This design comes from an exercise in tuning for small area on the open sky130 flow, not from production work.
Only simulation tests tie the RTL to the original design; equivalence was not proved.
No activity file was given, so power comes from the tool's default toggle rates.

### flow/config.mk
export PLATFORM = sky130hd
export DESIGN_NAME = wb_trace_drain
export DESIGN_NICKNAME = wb_trace_drain
export VERILOG_FILES = /design/flow/design.v
export SDC_FILE = /design/flow/constraint.sdc
export NUM_CORES = 4
export LEC_CHECK = 0
export CAP_MARGIN = 20
export CORE_MARGIN = 2
export CORE_UTILIZATION = 40
export SLEW_MARGIN = 20
### flow/constraint.sdc
create_clock -name core_clock -period 5.0 [get_ports {clk_in}]
set_input_delay 1.0000 -clock core_clock [delete_from_list [all_inputs] [get_ports {clk_in}]]
set_output_delay 1.0000 -clock core_clock [all_outputs]
set_load 0.01 [all_outputs]
### flow/design.v
module wb_trace_drain #(
    parameter int          DEPTH       = 16,
    parameter int          MAX_COMMITS = 1200,
    parameter logic [31:0] BUBBLE_IR   = 32'hffffffff
) (
    input  logic              clk_in,
    input  logic              reset,
    input  logic [31:0]       wb_pc,
    input  logic [31:0]       wb_ir,
    input  logic              wb_rf_w,
    input  logic [4:0]        wb_rd,
    input  logic [31:0]       wb_wdata,
    input  logic              rd_ready,
    output logic [31:0]       rd_data,
    output logic              rd_valid,
    output logic              rd_last,
    output logic [15:0]       commit_count,
    output logic              overflow,
    output logic              done,
    output logic [0:0]        dbg_state
);
    localparam int          AW      = $clog2(DEPTH);
    localparam logic [AW:0] PTR_ONE = (AW+1)'(1);
    localparam logic [15:0] MAX_C   = 16'(MAX_COMMITS);
    localparam logic [2:0]  LAST_IDX = 3'd3;
    localparam int          EW       = 102;
    localparam logic [0:0] S_IDLE = 1'b0;
    localparam logic [0:0] S_SEND = 1'b1;
    typedef struct packed {
        logic [31:0] pc;
        logic [31:0] ir;
        logic        rf_w;
        logic [4:0]  rd;
        logic [31:0] wdata;
    } entry_t;
    logic [EW-1:0] mem_q [0:DEPTH-1];
    entry_t      entry_new;
    logic [AW:0] wr_ptr_q, wr_ptr_d;
    logic [AW:0] rd_ptr_q, rd_ptr_d;
    logic [AW:0] rd_ptr_inc;
    logic [0:0]  state_q, state_d;
    logic [2:0]  idx_q, idx_d;
    logic [31:0] rd_data_q, rd_data_d;
    logic        rd_valid_q, rd_valid_d;
    logic        rd_last_q, rd_last_d;
    logic [15:0] count_q, count_d;
    logic        overflow_q, overflow_d;
    logic        done_q, done_d;
    logic empty, full, more, qual, push, pop;
    assign empty      = (wr_ptr_q == rd_ptr_q);
    assign full       = (wr_ptr_q[AW] != rd_ptr_q[AW]) &&
                        (wr_ptr_q[AW-1:0] == rd_ptr_q[AW-1:0]);
    assign rd_ptr_inc = rd_ptr_q + PTR_ONE;
    assign more       = (rd_ptr_inc != wr_ptr_q);
    function automatic logic [31:0] word_sel(input logic [EW-1:0] ev, input logic [2:0] i);
        logic [31:0] w;
        entry_t      e;
        e = ev;
        case (i)
            3'd0:    w = e.pc;
            3'd1:    w = e.ir;
            3'd2:    w = {26'b0, e.rf_w, e.rd};
            3'd3:    w = e.rf_w ? e.wdata : 32'd0;
            default: w = 32'd0;
        endcase
        word_sel = w;
    endfunction
    always_comb begin
        state_d    = state_q;
        idx_d      = idx_q;
        rd_ptr_d   = rd_ptr_q;
        rd_data_d  = rd_data_q;
        rd_valid_d = rd_valid_q;
        rd_last_d  = rd_last_q;
        pop        = 1'b0;
        case (state_q)
            S_IDLE: begin
                if (!empty) begin
                    state_d    = S_SEND;
                    idx_d      = 3'd0;
                    rd_valid_d = 1'b1;
                    rd_data_d  = word_sel(mem_q[rd_ptr_q[AW-1:0]], 3'd0);
                    rd_last_d  = 1'b0;
                end
            end
            S_SEND: begin
                if (rd_valid_q && rd_ready) begin
                    if (idx_q == LAST_IDX) begin
                        pop      = 1'b1;
                        rd_ptr_d = rd_ptr_inc;
                        idx_d    = 3'd0;
                        if (more) begin
                            rd_valid_d = 1'b1;
                            rd_data_d  = word_sel(mem_q[rd_ptr_inc[AW-1:0]], 3'd0);
                            rd_last_d  = 1'b0;
                        end else begin
                            state_d    = S_IDLE;
                            rd_valid_d = 1'b0;
                            rd_data_d  = 32'd0;
                            rd_last_d  = 1'b0;
                        end
                    end else begin
                        idx_d     = idx_q + 3'd1;
                        rd_data_d = word_sel(mem_q[rd_ptr_q[AW-1:0]], idx_q + 3'd1);
                        rd_last_d = ((idx_q + 3'd1) == LAST_IDX);
                    end
                end
            end
            default: begin
                state_d    = S_IDLE;
                rd_valid_d = 1'b0;
                rd_data_d  = 32'd0;
                rd_last_d  = 1'b0;
            end
        endcase
    end
    always_comb begin
        entry_new       = '0;
        entry_new.pc    = wb_pc;
        entry_new.ir    = wb_ir;
        entry_new.rf_w  = wb_rf_w;
        entry_new.rd    = wb_rd;
        entry_new.wdata = wb_wdata;
        qual       = (wb_ir != BUBBLE_IR) && (count_q < MAX_C);
        push       = qual && (!full || pop);
        wr_ptr_d   = push ? (wr_ptr_q + PTR_ONE) : wr_ptr_q;
        count_d    = qual ? (count_q + 16'd1) : count_q;
        overflow_d = overflow_q | (qual && full && !pop);
        done_d     = done_q | ((count_q == MAX_C) && empty && (state_q == S_IDLE));
    end
    always_ff @(posedge clk_in) begin
        if (push) begin
            mem_q[wr_ptr_q[AW-1:0]] <= entry_new;
        end
    end
    always_ff @(posedge clk_in) begin
        if (!reset) begin
            wr_ptr_q   <= '0;
            rd_ptr_q   <= '0;
            state_q    <= S_IDLE;
            idx_q      <= 3'd0;
            rd_data_q  <= 32'd0;
            rd_valid_q <= 1'b0;
            rd_last_q  <= 1'b0;
            count_q    <= 16'd0;
            overflow_q <= 1'b0;
            done_q     <= 1'b0;
        end else begin
            wr_ptr_q   <= wr_ptr_d;
            rd_ptr_q   <= rd_ptr_d;
            state_q    <= state_d;
            idx_q      <= idx_d;
            rd_data_q  <= rd_data_d;
            rd_valid_q <= rd_valid_d;
            rd_last_q  <= rd_last_d;
            count_q    <= count_d;
            overflow_q <= overflow_d;
            done_q     <= done_d;
        end
    end
    assign rd_data       = rd_data_q;
    assign rd_valid      = rd_valid_q;
    assign rd_last       = rd_last_q;
    assign commit_count  = count_q;
    assign overflow      = overflow_q;
    assign done          = done_q;
    assign dbg_state     = state_q;
endmodule
### flow/run.sh
#!/bin/bash
# synth_recipe.tcl (not shown) runs the flow's synth.tcl, then flattens the netlist and writes it again
# the make line also repeats each setting of config.mk as NAME=value (left out here)
make -C /OpenROAD-flow-scripts/flow DESIGN_CONFIG=/design/flow/config.mk WORK_HOME=/design/flow/orfs CLKGATE_MAP_FILE= SYNTH_SCRIPT=/design/flow/synth_recipe.tcl finish
==> flow_metrics.env <==
export IMPL_status="complete, no violations"
export IMPL_place_congestion=0.7824
export IMPL_post_route_period_util_pct=75.73
export IMPL_synth_top_area_share_pct=70.38
export IMPL_criticalPathCategory="input pin to flop"
export IMPL_synth_async_reset_ratio_pct=0
export IMPL_vdd_ir_drop_worst_v=0.0003128
export IMPL_cts_max_level=4
export IMPL_die_area_mm2=0.1774
export IMPL_relSlewSlack_pct=30.95
export IMPL_fin_worst_skew_ns=0.02366
export IMPL_grt_usage_pct=20.24
export IMPL_nNetsFinal=3652
export IMPL_p_per_area_mw_per_mm2=368.5
export IMPL_post_cts_setup_buffers=0
export IMPL_rows=153
export IMPL_finalSetupViolCount=0
export IMPL_port_buffers=157
export IMPL_antenna_found_initial=15
export IMPL_max_cap_viol_count=0
export IMPL_synth_cells=3274
export IMPL_dp_slack_ns=0.3646
export IMPL_clockBufferDepth=3
export IMPL_synth_seq_cells=1702
export IMPL_syn_to_final_growth_pct=15.17
export IMPL_worst_slack_ns=1.214
export IMPL_die_y_um=421.2
export IMPL_insertion_delay_ns=0.81
export IMPL_hold_class="flop to flop"
export IMPL_cts_tree="done"
export IMPL_wl_per_cell_um=30.12
export IMPL_layout_common_cells="edfxtp_1, mux4_2, clkbuf_16"
export IMPL_final_common_cell="edfxtp_1"
export IMPL_ys_flop_type="edfxtp_1"
export IMPL_remaining_drc_errors=0
export IMPL_grt_start_max_net_pins=129
export IMPL_p_leak_nw=24.45
export IMPL_synth_cell_types=62
export IMPL_cts_reportedPaths_clkPinSlew_ns=0.06
export IMPL_hold_viol=0
export IMPL_grt_pass1_wl_um=260800
export IMPL_drive_gt1_share_pct=26.24
export IMPL_yosysSeqAreaShare_pct=72.39
export IMPL_final_cells=5990
export IMPL_period_needed_ns=3.786
export IMPL_synth_top_area_cell="edfxtp_1"
export IMPL_coreArea_mm2=0.1734
export IMPL_grt_pass1_vias=35826
export IMPL_worst_hold_slack_ns=0.4980
export IMPL_routed_wl_um=180400
export IMPL_synth_area_leaders="edfxtp_1, mux4_2, dfxtp_1"
export IMPL_overflow=0
export IMPL_first_pass_iters=5
export IMPL_fill_cells=14460
export IMPL_place_inst=5687
export IMPL_crit_required_ns=5.48
export IMPL_cts_hold_buffers=0
export IMPL_synth_edf_count=1632
export IMPL_fin_area_mm2=0.08019
export IMPL_dieWidth_um=421.2
export IMPL_end_kind="flop"
export IMPL_post_cts_resized=0
export IMPL_yosysWarnings=1
export IMPL_worstPathArrival_ns=4.26
export IMPL_ant_nets=0
export IMPL_drv_slew=0
export IMPL_pin_count=158
export IMPL_cp_max_fo=56
export IMPL_start_kind="input pin"
export IMPL_clock_sinks=1702
export IMPL_drt_iter0_drc=3973
export IMPL_synthesis_area_mm2=0.06963
export IMPL_syn_nets=3393
export IMPL_numCtsBuffers=169
export IMPL_start_util_pct=40.15
export IMPL_hpwl_um=101500
export IMPL_power_mw=29.55
export IMPL_post_dp_cell_area_mm2=0.07503
export IMPL_vias=35118
export IMPL_syn_area_per_cell_um2=21.27
export IMPL_rsz0062_at_grt="no"
export IMPL_clock_root_buffer="clkbuf_16"
export IMPL_max_freq_mhz=264.1
export IMPL_worst_pin_slew_ns=1.029
export IMPL_vias_per_cell=5.863
cells in the mapped netlist, types with 3 or more instances:
master    count
and2_0        3
or4_1         3
nand3_1      26
o221ai_1      3
and3_1        8
nand2b_1      6
a22o_1        3
edfxtp_1   1632
o21ai_0      38
inv_1        18
mux4_2      554
xor2_1       10
nand2_1      24
nor3_1       25
and2_1      102
nor4_1       11
nor2_1       19
nand4_1      11
buf_4        15
buf_6        10
a221oi_1      4
a32oi_1       5
xnor2_1      13
o22ai_1       6
a21oi_1      86
or3_1         3
mux2_2        4
o21a_1        6
a21boi_0      3
ha_1         14
buf_1        11
a22oi_1       7
clkbuf_1     99
a211oi_1    163
nor2b_1       9
o211ai_1      6
buf_2        78
mux2i_1     135
dfxtp_1      70
metal layers:
metal	GRT usage [%]	routed length (um)
met1	28.74	77050
met2	32.35	87610
met3	3.658	11930
met4	5.394	3842
met5	0	15
worst max-delay path: stages:
cell             delay (ns)
clkdlybuf4s50_1        0.93
nand4_1                0.31
nor4_1                 0.66
buf_4                  0.25
nand2_1                0.11
and3_1                 0.21
nand3_1                0.21
buf_4                  0.19
nor2_4                 0.05
buf_12                 0.23
per-stage QoR:
step | utilization, % | setup TNS [ns]
5_1_grt | 46.24 | 0
3_5_place_dp | 43.26 | 0
6_report | 46.24 | 0
4_1_cts | 46.23 | 0
3_3_place_gp | 43.26 | 0
2_1_floorplan | - | -294.17
kinds of logic after synthesis:
logic type	synth area share, %
mux	19.92
simple gates	2.171
buf+inv	1.608
fa+ha+maj	0.2516
xor+xnor	0.3127
compound gates	3.339
flops	72.39
final timing paths:
path,from,end,slack [ns],cells past startpoint
hold reg to reg,count_q[12],count_q[12],0.50,1
hold / removal,count_q[12],count_q[12],0.50,1
setup / recovery,wb_ir[29],mem_q[7][20],1.21,10
setup reg to reg,flop,rd_data_q[27],1.35,7
report_power, final:
group | leakage (nW) | internal [mW] | total [mW] | switching, mW
Clock | 2.53 | 6.75 | 12.0 | 5.26
Combinational | 6.51 | 0.527 | 1.37 | 0.848
Sequential | 15.4 | 16.0 | 16.2 | 0.147
Total | 24.4 | 23.3 | 29.5 | 6.26
sequential cells by signal, summed over array words and instances, names as in the netlist, named ones only:
signal,cells
state_q,1
wr_ptr_q,5
rd_valid_q,1
count_q,16
idx_q,3
rd_ptr_q,5
rd_last_q,1
rd_data_q,32
mem_q,1632
overflow_q,1
done_q,1
layout make-up:
type	instances	area, um^2	share of cell area (%)
Antenna cell	3	7.507	0.009361
Clock buffer	215	4539	5.661
Clock inverter	85	614.3	0.7661
Inverter	19	78.83	0.09829
Multi-Input combinational cell	1339	18350	22.88
Sequential cell	1702	50430	62.88
Tap cell	2325	2909	3.628
Timing Repair Buffer	302	3268	4.075

-- port drivers added, routing unchanged --
The flow's constraints put no driver on any port. The routed layout listed below was extracted and timed again, unchanged, in two steps.
Step 1 assumes that a clkbuf_16 drives the clock port and a buf_2 every other input.
Step 2 times the ports against the registers' clock, not the clock port: input delays grow and output delays shrink by t, the midpoint of the rising clock arrivals with the driver on.
Slacks: ideal / step 1 / step 2; pairs: ideal / step 1.
shift t [ns]: 0.879
slack for setup (ns): 1.214 / 1.262 / 0.383
worst data-port slew with drivers (ns): 0.18
After both steps this run still meets setup and hold. For this run, drivers alone change the setup slack by +0.048 ns; drivers and shift together by -0.831 ns.
